Source: an optimization exercise on an open RTL-to-GDS flow (aim: small area). Production flows keep margins and buffers that such runs may drop. Only the layout flow was run in this run; the RTL was not checked for function there. No activity file was given, so power comes from the tool's default toggle rates.

<file path="design/flow/config.mk">
export PLATFORM = sky130hd
export DESIGN_NAME = vdc_top
export DESIGN_NICKNAME = vdc_top
export VERILOG_FILES = /design/flow/design.v
export SDC_FILE = /design/flow/constraint.sdc
export NUM_CORES = 4
export LEC_CHECK = 0
export CAP_MARGIN = 10
export CORE_MARGIN = 2
export CORE_UTILIZATION = 50
export PLACE_DENSITY = 0.75
export SLEW_MARGIN = 10
</file>
<file path="design/flow/constraint.sdc">
create_clock -name core_clock -period 8.0 [get_ports {clk}]
set_input_delay 1.6000 -clock core_clock [delete_from_list [all_inputs] [get_ports {clk}]]
set_output_delay 1.6000 -clock core_clock [all_outputs]
set_load 0.01 [all_outputs]
</file>
<file path="design/flow/design.v">
package vdc_pkg;
	typedef enum logic [6:0] {
		REG_HT        = 7'd0,    
		REG_HP        = 7'd2,    
		REG_SYNCW     = 7'd3,    
		REG_VT        = 7'd4,    
		REG_VP        = 7'd7,    
		REG_CTV       = 7'd9,    
		REG_CTH       = 7'd22,   
		REG_POL       = 7'd37,   
		REG_MODE      = 7'd38,   
		REG_COL       = 7'd39,   
		REG_PIX       = 7'd40,   
		REG_ROW       = 7'd41,   
		REG_LINE      = 7'd42,   
		REG_IRQ_ROW   = 7'd43,   
		REG_IRQ_LINE  = 7'd44,   
		REG_IRQ_COL   = 7'd45,   
		REG_IRQ_PIX   = 7'd46    
	} vdc_reg_e;
	typedef enum logic [1:0] {
		CH_RED,
		CH_GREEN,
		CH_BLUE
	} pal_chan_e;
	typedef struct packed {
		logic [7:0]  ht;           
		logic [7:0]  hp;           
		logic [7:0]  vt;           
		logic [7:0]  vp;           
		logic [3:0]  hw;           
		logic [3:0]  vw;           
		logic [3:0]  cth;          
		logic [4:0]  ctv;          
		logic        hspol;
		logic        vspol;
		logic        tt8bg;        
		logic [15:0] irq_raster;   
		logic [15:0] irq_column;   
	} beam_cfg_t;
	typedef struct packed {
		logic [7:0] col;
		logic [3:0] pixel;
		logic [7:0] row;
		logic [4:0] line;
	} beam_pos_t;
	typedef struct packed {
		logic       valid;
		pal_chan_e  chan;
		logic [3:0] index;
		logic [7:0] value;
	} pal_wr_t;
	typedef struct packed {
		logic [7:0] red;
		logic [7:0] green;
		logic [7:0] blue;
	} rgb_t;
endpackage
module vdc_regs (
	input  logic                    clk,
	input  logic                    reset,
	input  logic                    cs,
	input  logic                    we,
	input  logic [8-1:0]  db_in,
	input  logic [7-1:0]   direct_reg,
	input  vdc_pkg::beam_pos_t      pos,
	output logic [8-1:0]  db_out,
	output vdc_pkg::beam_cfg_t      cfg,
	output logic                    pal_we,
	output logic [5:0]              pal_adr,
	output logic [7:0]              pal_val
);
	logic [6-1:0]  sel;         
	logic [7-1:0]  target;      
	logic [8-1:0] rd_val;
	logic                   wr_cyc;
	logic                   rd_cyc;
	logic                   sel_cyc;     
	logic                   reg_wr;      
	logic                   ext;         
	logic [8-1:0] wd0;
	logic [8-1:0] wd1;
	logic [7:0]  ht, hp, vt, vp;
	logic [3:0]  hw, vw, cth;
	logic [4:0]  ctv;
	logic        hspol, vspol;
	logic [15:0] irq_raster, irq_column;
	assign wr_cyc  = cs & we;
	assign rd_cyc  = cs & ~we;
	assign sel_cyc = (direct_reg == '0);
	assign reg_wr  = wr_cyc & ~sel_cyc;
	assign wd0     = db_in & {8{~reset}};
	assign wd1     = db_in | {8{reset}};
	assign target = (direct_reg == 7'(1) || !ext) ? {1'b0, sel} : direct_reg;
	logic [2:0]  t_hi;
	logic [15:0] t_lo;
	always_comb begin
		for (int k = 0; k < 3; k++)
			t_hi[k] = (target[6:4] == 3'(k));
		for (int j = 0; j < 16; j++)
			t_lo[j] = (target[3:0] == 4'(j));
	end
	logic [2:0]  w_hi;
	logic [15:0] w_lo;
	assign w_hi = {3{reset}} | ({3{reg_wr}} & t_hi);
	assign w_lo = {16{reset}} | t_lo;
	logic en_ht, en_hp, en_syncw, en_vt, en_vp, en_ctv, en_cth, en_pol, en_mode;
	logic en_irq_row, en_irq_line, en_irq_col, en_irq_pix;
	assign en_ht       = w_hi[0] & w_lo[0];      
	assign en_hp       = w_hi[0] & w_lo[2];      
	assign en_syncw    = w_hi[0] & w_lo[3];      
	assign en_vt       = w_hi[0] & w_lo[4];      
	assign en_vp       = w_hi[0] & w_lo[7];      
	assign en_ctv      = w_hi[0] & w_lo[9];      
	assign en_cth      = w_hi[1] & w_lo[6];      
	assign en_pol      = w_hi[2] & w_lo[5];      
	assign en_mode     = w_hi[2] & w_lo[6];      
	assign en_irq_row  = w_hi[2] & w_lo[11];     
	assign en_irq_line = w_hi[2] & w_lo[12];     
	assign en_irq_col  = w_hi[2] & w_lo[13];     
	assign en_irq_pix  = w_hi[2] & w_lo[14];     
	always_ff @(posedge clk) begin
		if (reset | (wr_cyc & sel_cyc)) sel <= wd0[6-1:0];
	end
	always_ff @(posedge clk) begin
		if (en_ht) ht <= wd0;
		if (en_hp) hp <= wd0;
		if (en_syncw) {vw, hw} <= wd0;
		if (en_vt) vt <= wd0;
		if (en_vp) vp <= wd0;
		if (en_ctv) ctv <= wd0[4:0];
		if (en_cth) cth <= wd0[7:4];              
		if (en_pol) {hspol, vspol} <= wd0[7:6];
		if (en_mode) ext <= ~reset && (db_in == 8'h74);
		if (en_irq_row)  irq_raster[15:8] <= wd1;
		if (en_irq_line) irq_raster[7:0]  <= wd1;
		if (en_irq_col)  irq_column[15:8] <= wd1;
		if (en_irq_pix)  irq_column[7:0]  <= wd1;
	end
	assign cfg.ht         = ht;
	assign cfg.hp         = hp;
	assign cfg.vt         = vt;
	assign cfg.vp         = vp;
	assign cfg.hw         = hw;
	assign cfg.vw         = vw;
	assign cfg.cth        = cth;
	assign cfg.ctv        = ctv;
	assign cfg.hspol      = hspol;
	assign cfg.vspol      = vspol;
	assign cfg.tt8bg      = ext;
	assign cfg.irq_raster = irq_raster;
	assign cfg.irq_column = irq_column;
	logic [16:0] rsel;
	logic [7:0]  rsrc [17];
	always_comb begin
		rsel[0]  = t_hi[0] && t_lo[0];       rsrc[0]  = ht;
		rsel[1]  = t_hi[0] && t_lo[2];       rsrc[1]  = hp;
		rsel[2]  = t_hi[0] && t_lo[3];    rsrc[2]  = {vw, hw};
		rsel[3]  = t_hi[0] && t_lo[4];       rsrc[3]  = vt;
		rsel[4]  = t_hi[0] && t_lo[7];       rsrc[4]  = vp;
		rsel[5]  = t_hi[0] && t_lo[9];      rsrc[5]  = {3'b111, ctv};
		rsel[6]  = t_hi[1] && t_lo[6];      rsrc[6]  = {cth, 4'hF};
		rsel[7]  = t_hi[2] && t_lo[5];      rsrc[7]  = {hspol, vspol, 6'h3F};
		rsel[8]  = ext && t_hi[2] && t_lo[6];     rsrc[8]  = 8'h74;
		rsel[9]  = ext && t_hi[2] && t_lo[7];      rsrc[9]  = pos.col;
		rsel[10] = ext && t_hi[2] && t_lo[8];      rsrc[10] = {4'hF, pos.pixel};
		rsel[11] = ext && t_hi[2] && t_lo[9];      rsrc[11] = pos.row;
		rsel[12] = ext && t_hi[2] && t_lo[10];     rsrc[12] = {3'b111, pos.line};
		rsel[13] = ext && t_hi[2] && t_lo[11];  rsrc[13] = irq_raster[15:8];
		rsel[14] = ext && t_hi[2] && t_lo[12]; rsrc[14] = irq_raster[7:0];
		rsel[15] = ext && t_hi[2] && t_lo[13];  rsrc[15] = irq_column[15:8];
		rsel[16] = ext && t_hi[2] && t_lo[14];  rsrc[16] = irq_column[7:0];
		rd_val = 8'hFF;
		for (int k = 0; k < 17; k++)
			rd_val = rd_val & ~({8{rsel[k] & ~sel_cyc}} & ~rsrc[k]);
	end
	always_ff @(posedge clk) begin
		if (rd_cyc) begin
			db_out <= rd_val;    
		end
	end
	assign pal_we  = wr_cyc && ext && direct_reg[6] && !(direct_reg[5] && direct_reg[4]);
	assign pal_adr = direct_reg[5:0];
	assign pal_val = db_in;
endmodule
module vdc_beam (
	input  logic               clk,
	input  logic               reset,
	input  vdc_pkg::beam_cfg_t cfg,
	output vdc_pkg::beam_pos_t pos,
	output logic               hsync,
	output logic               vsync,
	output logic               irq
);
	logic       pix_end;     
	logic       col_end;     
	logic       line_end;    
	logic       line_over;   
	logic       row_end;     
	logic       step_line;
	logic       step_row;
	logic [8:0] hs_off;      
	logic       hs_raw;
	logic       vs_raw;
	logic       irq_v;
	logic       irq_h;
	logic       irq_any;     
	function automatic logic ge8(input logic [7:0] a, input logic [7:0] b);
		logic ge;
		ge = 1'b1;
		for (int i = 0; i < 8; i++)
			ge = (a[i] & ~b[i]) | ((a[i] | ~b[i]) & ge);
		ge8 = ge;
	endfunction
	assign pix_end   = ge8({4'd0, pos.pixel}, {4'd0, cfg.cth});
	assign col_end   = ge8(pos.col, cfg.ht);
	assign line_end  = ge8({3'd0, pos.line}, {3'd0, cfg.ctv});
	assign line_over = line_end && (pos.line != cfg.ctv);
	assign row_end   = ge8(pos.row, cfg.vt);
	assign step_line = pix_end & col_end;
	assign step_row  = step_line & line_end;
	always_ff @(posedge clk) begin
		if (reset) begin
			pos <= '0;
		end else begin
			pos.pixel <= pix_end ? 4'd0 : pos.pixel + 4'd1;
			if (pix_end) begin
				pos.col <= col_end ? 8'd0 : pos.col + 8'd1;
			end
			if (line_over) begin
				pos.line <= '0;      
			end else if (step_line) begin
				pos.line <= line_end ? 5'd0 : pos.line + 5'd1;
			end
			if (step_row) begin
				pos.row <= row_end ? 8'd0 : pos.row + 8'd1;
			end
		end
	end
	assign hs_off = {1'b0, pos.col} - {1'b0, cfg.hp};
	assign hs_raw = !hs_off[8] && (hs_off[7:4] == 4'd0) && !ge8({4'd0, hs_off[3:0]}, {4'd0, cfg.hw});
	assign vs_raw = (pos.row == cfg.vp) && !ge8({3'd0, pos.line}, {4'd0, cfg.vw});
	assign irq_v = cfg.tt8bg && (pos.row == cfg.irq_raster[15:8]) &&
	               (pos.line == cfg.irq_raster[4:0]);
	assign irq_h = cfg.tt8bg && (pos.col == cfg.irq_column[15:8]) &&
	               (pos.pixel == cfg.irq_column[3:0]);
	assign irq_any = (cfg.irq_raster == 16'hFFFF) || (cfg.irq_column == 16'hFFFF);
	always_ff @(posedge clk) begin
		if (reset) begin
			hsync <= 1'b0;
			vsync <= 1'b0;
			irq   <= 1'b0;
		end else begin
			hsync <= hs_raw ^ cfg.hspol;
			vsync <= vs_raw ^ cfg.vspol;
			irq   <= irq_any ? (irq_v | irq_h) : (irq_v & irq_h);    
		end
	end
endmodule
module vdc_palette (
	input  logic                  clk,
	input  logic                  reset,
	input  logic                  pal_we,    
	input  logic [5:0]            pal_adr,   
	input  logic [7:0]            pal_val,
	input  logic [4-1:0] rgbi,
	output logic [23:0]           rgb
);
	logic [23:0] pal [16];
	localparam logic [24*16-1:0] DEF_RGB = {
		24'hFFFFFF,   
		24'hAAAAAA,   
		24'hFFFF00,   
		24'h3F3F00,   
		24'hFF00FF,   
		24'h3F003F,   
		24'hFF0000,   
		24'h7F0000,   
		24'h00FFFF,   
		24'h007F7F,   
		24'h00FF00,   
		24'h007F00,   
		24'h0000FF,   
		24'h00007F,   
		24'h555555,   
		24'h000000    
	};
	logic [7:0] val0;        
	logic [7:0] val1;        
	assign val0 = pal_val & {8{~reset}};
	assign val1 = pal_val | {8{reset}};
	logic [16-1:0] ent_sel;
	logic [2:0]               chan_sel;
	always_comb begin
		for (int i = 0; i < 16; i++)
			ent_sel[i] = reset | (pal_adr[3:0] == 4'(i));
		for (int c = 0; c < 3; c++)
			chan_sel[c] = reset | (pal_we && pal_adr[5:4] == 2'(c));
	end
	for (genvar i = 0; i < 16; i++) begin : g_ent
		for (genvar c = 0; c < 3; c++) begin : g_chan
			localparam logic [7:0] DEF = DEF_RGB[24*i + 8*(2-c) +: 8];
			logic en;
			assign en = ent_sel[i] & chan_sel[c];
			always_ff @(posedge clk) begin
				if (en)
					pal[i][8*(2-c) +: 8] <= (DEF & val1) | (~DEF & val0);
			end
		end
	end
	logic [16-1:0] hot;
	logic [23:0]              rd;
	always_comb begin
		rd = '0;
		for (int i = 0; i < 16; i++) begin
			hot[i] = (rgbi == 4'(i));
			rd     = rd | (pal[i] & {24{hot[i]}});
		end
	end
	always_ff @(posedge clk) begin
		rgb <= rd;    
	end
endmodule
module vdc_top (
	input  logic          clk,
	input  logic          reset,
	input  logic          cs,            
	input  logic          we,            
	input  logic [7:0]    db_in,
	input  logic [6:0]    direct_reg,    
	input  logic [3:0]    rgbi,          
	output logic [7:0]    db_out,
	output logic          hsync,
	output logic          vsync,
	output logic          irq,
	output vdc_pkg::rgb_t rgb
);
	vdc_pkg::beam_cfg_t cfg;
	vdc_pkg::beam_pos_t pos;
	logic               pal_we;
	logic [5:0]         pal_adr;
	logic [7:0]         pal_val;
	vdc_regs i_regs (
		.clk        (clk),
		.reset      (reset),
		.cs         (cs),
		.we         (we),
		.db_in      (db_in),
		.direct_reg (direct_reg),
		.pos        (pos),
		.db_out     (db_out),
		.cfg        (cfg),
		.pal_we     (pal_we),
		.pal_adr    (pal_adr),
		.pal_val    (pal_val)
	);
	vdc_beam i_beam (
		.clk   (clk),
		.reset (reset),
		.cfg   (cfg),
		.pos   (pos),
		.hsync (hsync),
		.vsync (vsync),
		.irq   (irq)
	);
	vdc_palette i_palette (
		.clk     (clk),
		.reset   (reset),
		.pal_we  (pal_we),
		.pal_adr (pal_adr),
		.pal_val (pal_val),
		.rgbi    (rgbi),
		.rgb     (rgb)
	);
endmodule
</file>
<file path="design/flow/flow/run.sh">
#!/bin/bash
# The standard layout (standard.sh, all steps) with three changes:
#  - synthesis maps the logic with an area-oriented ABC script (abc.script beside this
#    file), run from a copy of ORFS's scripts folder that differs only in that script;
#    flip-flops are mapped before ABC runs, so the registers are those of the standard
#    synthesis; the adder step is skipped, so ABC also maps the few adders and
#    comparators as plain logic
#  - ports are buffered with the smallest buffer
#  - clock tree synthesis inserts no dummy loads
set -euo pipefail
work=$(pwd)
rm -rf "$work/scripts"
cp -r "$FLOW_HOME/scripts" "$work/scripts"
cp "$work/flow/abc.script" "$work/scripts/abc_speed.script"
export BUFFER_PORTS_ARGS="-buffer_cell sky130_fd_sc_hd__buf_1"
export CTS_ARGS="-sink_clustering_enable -repair_clock_nets -sink_clustering_size 16 -sink_clustering_max_diameter 70 -buf_list sky130_fd_sc_hd__clkbuf_8 -dont_use_dummy_load"
bash standard.sh "SCRIPTS_DIR=$work/scripts" "ADDER_MAP_FILE=" finish > "$work/standard.log" 2>&1
</file>
<file path="design/flow/flow/abc.script">
&get -n
&st
&dch -f
&nf -R 1000 -p -F 10 -A 10 -C 32
&put
</file>
<file path="design/flow/standard.sh">
#!/bin/bash
# synth_recipe.tcl (not shown) runs the flow's synth.tcl, then flattens the netlist and writes it again
# the make line also repeats each setting of config.mk as NAME=value (left out here)
make -C /OpenROAD-flow-scripts/flow DESIGN_CONFIG=/design/flow/config.mk WORK_HOME=/design/flow/orfs CLKGATE_MAP_FILE= SYNTH_SCRIPT=/design/flow/synth_recipe.tcl "${@:-finish}"
</file>
==> notes.md <==
cell type report:
class,count,area [um^2]
antenna,1,2.50
clock buffer,40,551
fill,3153,17900
inverter,30,113
multi-input combinational,690,4630
sequential,534,15500
tap,525,657
timing repair buffer,86,440
worst min path at each step:
stage / end / from / depth (start not counted) / slack (ps)
4_1_cts: i_palette.rgb[9] / i_palette.pal[13][9] / 2 / 450
5_1_grt: i_palette.rgb[9] / i_palette.pal[13][9] / 2 / 480
2_1_floorplan: i_palette.rgb[11] / i_palette.pal[13][11] / 2 / 420
3_5_place_dp: i_palette.rgb[9] / i_palette.pal[13][9] / 2 / 440
6_report: i_palette.rgb[9] / i_palette.pal[13][9] / 2 / 450
3_3_place_gp: i_palette.rgb[9] / i_palette.pal[13][9] / 2 / 440
cell usage after synthesis, drive strengths merged (6+ instances only):
master | n | area [um^2]
a21o | 6 | 45.0
a21oi | 24 | 120
a221oi | 12 | 105
a222oi | 88 | 881
a22o | 8 | 70.1
a22oi | 28 | 210
a31oi | 9 | 56.3
and4 | 24 | 210
clkinv | 30 | 113
dfxtp | 52 | 1040
edfxtp | 482 | 14500
maj3 | 25 | 250
mux2i | 7 | 70.1
nand2 | 68 | 255
nand2b | 9 | 56.3
nand3 | 16 | 80.1
nand4 | 26 | 163
nor2 | 122 | 458
nor2b | 22 | 138
nor3 | 24 | 120
nor4 | 16 | 100
o21ai | 11 | 55.1
o221ai | 8 | 70.1
o22a | 8 | 70.1
o22ai | 37 | 231
or2 | 11 | 68.8
xnor2 | 27 | 236
xor2 | 12 | 105
state kept, by name, indices dropped and copies added (netlist names):
name	cells
i_regs.hw	4
i_palette.pal	384
i_regs.db_out	8
i_beam.pos	25
i_regs.hp	8
i_regs.cth	4
i_regs.irq_column	16
i_regs.ext	1
i_regs.sel	6
i_regs.vp	8
i_regs.vw	4
i_regs.ht	8
i_palette.rgb	24
i_regs.hspol	1
i_beam.vsync	1
i_regs.vt	8
i_regs.irq_raster	16
i_beam.hsync	1
i_regs.ctv	5
i_regs.vspol	1
i_beam.irq	1
stage by stage:
stage	cells	hold slack (ps)	utilization
final	1906	450	0.550
after global routing	1905	476	0.550
after CTS	1904	451	0.550
after detailed placement	1864	438	0.536
after global placement	1864	435	0.536
after floorplan	1254	421	-
power groups by stage:
stage | sequential (uW) | clock [uW] | combinational [uW]
3_3_place_gp | 3320 | 0 | 344
3_5_place_dp | 3330 | 0 | 349
2_1_floorplan | 3310 | 0 | 183
5_1_grt | 3280 | 1350 | 380
4_1_cts | 3270 | 1260 | 350
6_report | 3270 | 1240 | 356
cells by family after synthesis:
family	Yosys count
flip-flops	534
AND/OR/NAND/NOR	359
AO/OA/AOI/OAI	260
XOR/XNOR	39
buffers and inverters	30
adder cells (fa/ha/maj)	25
multiplexers	7
layer usage:
| metal | part of all wire | up-vias | GRT usage |
|---|---|---|---|
| met2 | 0.45 | 874 | 0.397 |
| met5 | 0 | - | 0 |
| li1 | - | 5417 | - |
| met1 | 0.39 | 6137 | 0.374 |
| met3 | 0.12 | 125 | 0.0549 |
| met4 | 0.046 | 0 | 0.133 |
critical path, cell delays in order, from the launching register on:
cell	delay, ps
sky130_fd_sc_hd__dfxtp_1	440
sky130_fd_sc_hd__clkinv_1	190
sky130_fd_sc_hd__maj3_1	390
sky130_fd_sc_hd__maj3_1	360
sky130_fd_sc_hd__maj3_1	370
sky130_fd_sc_hd__maj3_1	370
sky130_fd_sc_hd__maj3_1	360
sky130_fd_sc_hd__maj3_1	360
sky130_fd_sc_hd__maj3_1	380
sky130_fd_sc_hd__nor2b_1	120
sky130_fd_sc_hd__buf_4	200
sky130_fd_sc_hd__and2_0	350
sky130_fd_sc_hd__nor3b_1	440
sky130_fd_sc_hd__and3_1	280
sky130_fd_sc_hd__o21bai_1	80
sky130_fd_sc_hd__a21oi_1	120
==> notes.md <==
Synthesis
* **dominant synthesized flop cell** sky130_fd_sc_hd__edfxtp_1
* **fraction of the mapped netlist area in compound gates** 0.104
* **mean cell area of the mapped netlist** 16.1 um^2
* **post-synthesis instance area** 20,200 um^2
* **adder and majority gate portion of the synthesized area** 0.0124
* **combinational family with the most area after synthesis** compound AO/OA/AOI/OAI gates
* **share of the yosys chip area belonging to registers** 0.769
* **number of enable-type register cells in the synthesized netlist** 482
* **share of synthesized area spent on multiplexers** 0.00347
* **post-synthesis xor/xnor area fraction** 0.0169
* **register bit count reported by yosys** 534
* **net count after synthesis** 1,277
* **area share of and/or/nand/nor cells after synthesis** 0.0893
* **Synthesis Warnings** 5
* **Distinct cells, synth** 47
* **share of synthesized flip-flops with an asynchronous set or reset** 0
* **gate count after technology mapping** 1,254

Clocking
* **maximum root-to-sink buffer count** 3
* **maximum level of the CTS H-tree** 2
* **Clock Tree Root** sky130_fd_sc_hd__clkbuf_8
* **cts repair resizes** 0
* **clock transition time at the flip-flop clock pins of the worst setup and hold paths** 110 ps
* **clock sink total** 534
* **CTS tree** done
* **post-CTS setup buffer count** 0
* **total clock buffers created by CTS** 40
* **number of hold-repair buffers added at the cts stage** 0
* **Clk Latency, worst-skew pair** 640 ps

Drt
* **Post-route DRC** 0
* **Detailed Route WL** 55.4 mm
* **drt first pass iters** 6
* **number of nets with antenna violations after detailed routing** 0
* **WL per Instance** 29.1 um
* **total via count in the routed design** 12,600
* **first-iteration detailed-routing DRC count** 2,033
* **detail-routed via count per cell** 6.59

Power and ir drop
* **share of power burned in registers** 0.672
* **maximum ir drop on the vdd rail** 0.000130 V
* **total power after layout** 4860 uW
* **net switching power of the design** 1120 uW
* **internal portion of total power** 3750 uW
* **power share of the clock group** 0.255
* **switching part of the total** 0.229
* **Leakage Power** 0.00676 uW
* **power per cell area** 222 nW/um^2
* **combinational share of power** 0.073

Global route
* **GRT overflow** 0
* **pin count of the biggest net entering global routing** 49
* **wire length of the first global-routing pass** 80.0 mm
* **vias in the first global route** 12,100
* **number of antenna violations at the first check in global routing** 1
* **Overall Global Routing Usage** 0.266

Cells and area
* **NumNets Final** 1,405
* **leading cell type in the layout, fill and taps excluded** sky130_fd_sc_hd__edfxtp_1
* **share of final-layout standard cells stronger than drive strength 1** 0.0630
* **top library cells by usage in the layout, fill and taps aside** sky130_fd_sc_hd__edfxtp_1 (482), sky130_fd_sc_hd__nor2_1 (120), sky130_fd_sc_hd__a222oi_1 (88)
* **area growth from synthesis to layout** 8.53%
* **Final Instance Area** 21,900 um^2

Critical path
* **worst path required time** 8540 ps
* **type of the setup path with the least slack** register to register
* **maximum fanout count along the critical path** 11
* **Critical Path Source** i_beam.pos[18]
* **r2r endpoint** i_beam.pos[11]
* **kind of end point of the critical path** register
* **reg-to-reg setup timing slack** 3120 ps
* **cell depth of the worst flop-to-flop path** 15
* **startpoint of the worst register-to-register path** i_beam.pos[18]
* **sort of element at the start of the critical path** register
* **end of the critical path** i_beam.pos[11]
* **arrival time of data at the critical path endpoint** 5420 ps

Placed design
* **Detailed Place HPWL** 36.3 mm
* **Post-Place Cell Area** 21,300 um^2
* **buffers added on ports** 57
* **routability congestion estimate** 0.955
* **dpl ws** 2900 ps

STA
* **Min Clock Period, post-route** 4880 ps
* **setup repair after global routing missed its margin** false
* **Setup Skew** 94.5 ps
* **setup TNS** 0 ps
* **final setup fails** 0
* **FMAX** 205 MHz
* **number of slew-limit violations in the final report** 0
* **post-route setup slack** 3120 ps
* **worst slew margin relative to its limit** 0.172
* **actual transition at the worst max-transition pin** 1240 ps
* **number of hold-slack violations in the final timing report** 0
* **period utilization** 0.610

Die
* **initial cell density of the core** 0.507
* **die extent in y** 205 um
* **# rows** 73
* **width of the die** 205 um
* **IO Count** 58
* **area enclosed by the die boundary** 42,000 um^2
* **Core Box Area** 39,800 um^2

Run status
* **status** no timing/DRC/antenna violations

Job
* **reported max-cap violation count** 0

Min path
* **worst min-delay path class** register to register

==> re-timing with driven ports <==
No port has a modelled driver above. Below, the same layout with a new extraction and two added sets of constraints. Step 1: set_driving_cell puts a clkbuf_16 on clk and a buf_2 on each other input, an assumption about the parent block. Step 2, shift: input delay + t, output delay - t, t = (earliest + latest rising clock arrival at the registers) / 2. This alone moves slack from input paths to output paths. Slacks: ideal / step 1 / step 2; pairs: ideal / step 1.
t (ns): 0.644
setup WS [ns]: 3.120 / 3.120 / 2.777
worst setup path at the end: input to register
latest minus earliest clock arrival (ns): 0.098 / 0.099
After both steps setup and hold are still met in this run. The setup slack of this run moves by 0.000 ns with the drivers and by -0.343 ns with both steps.
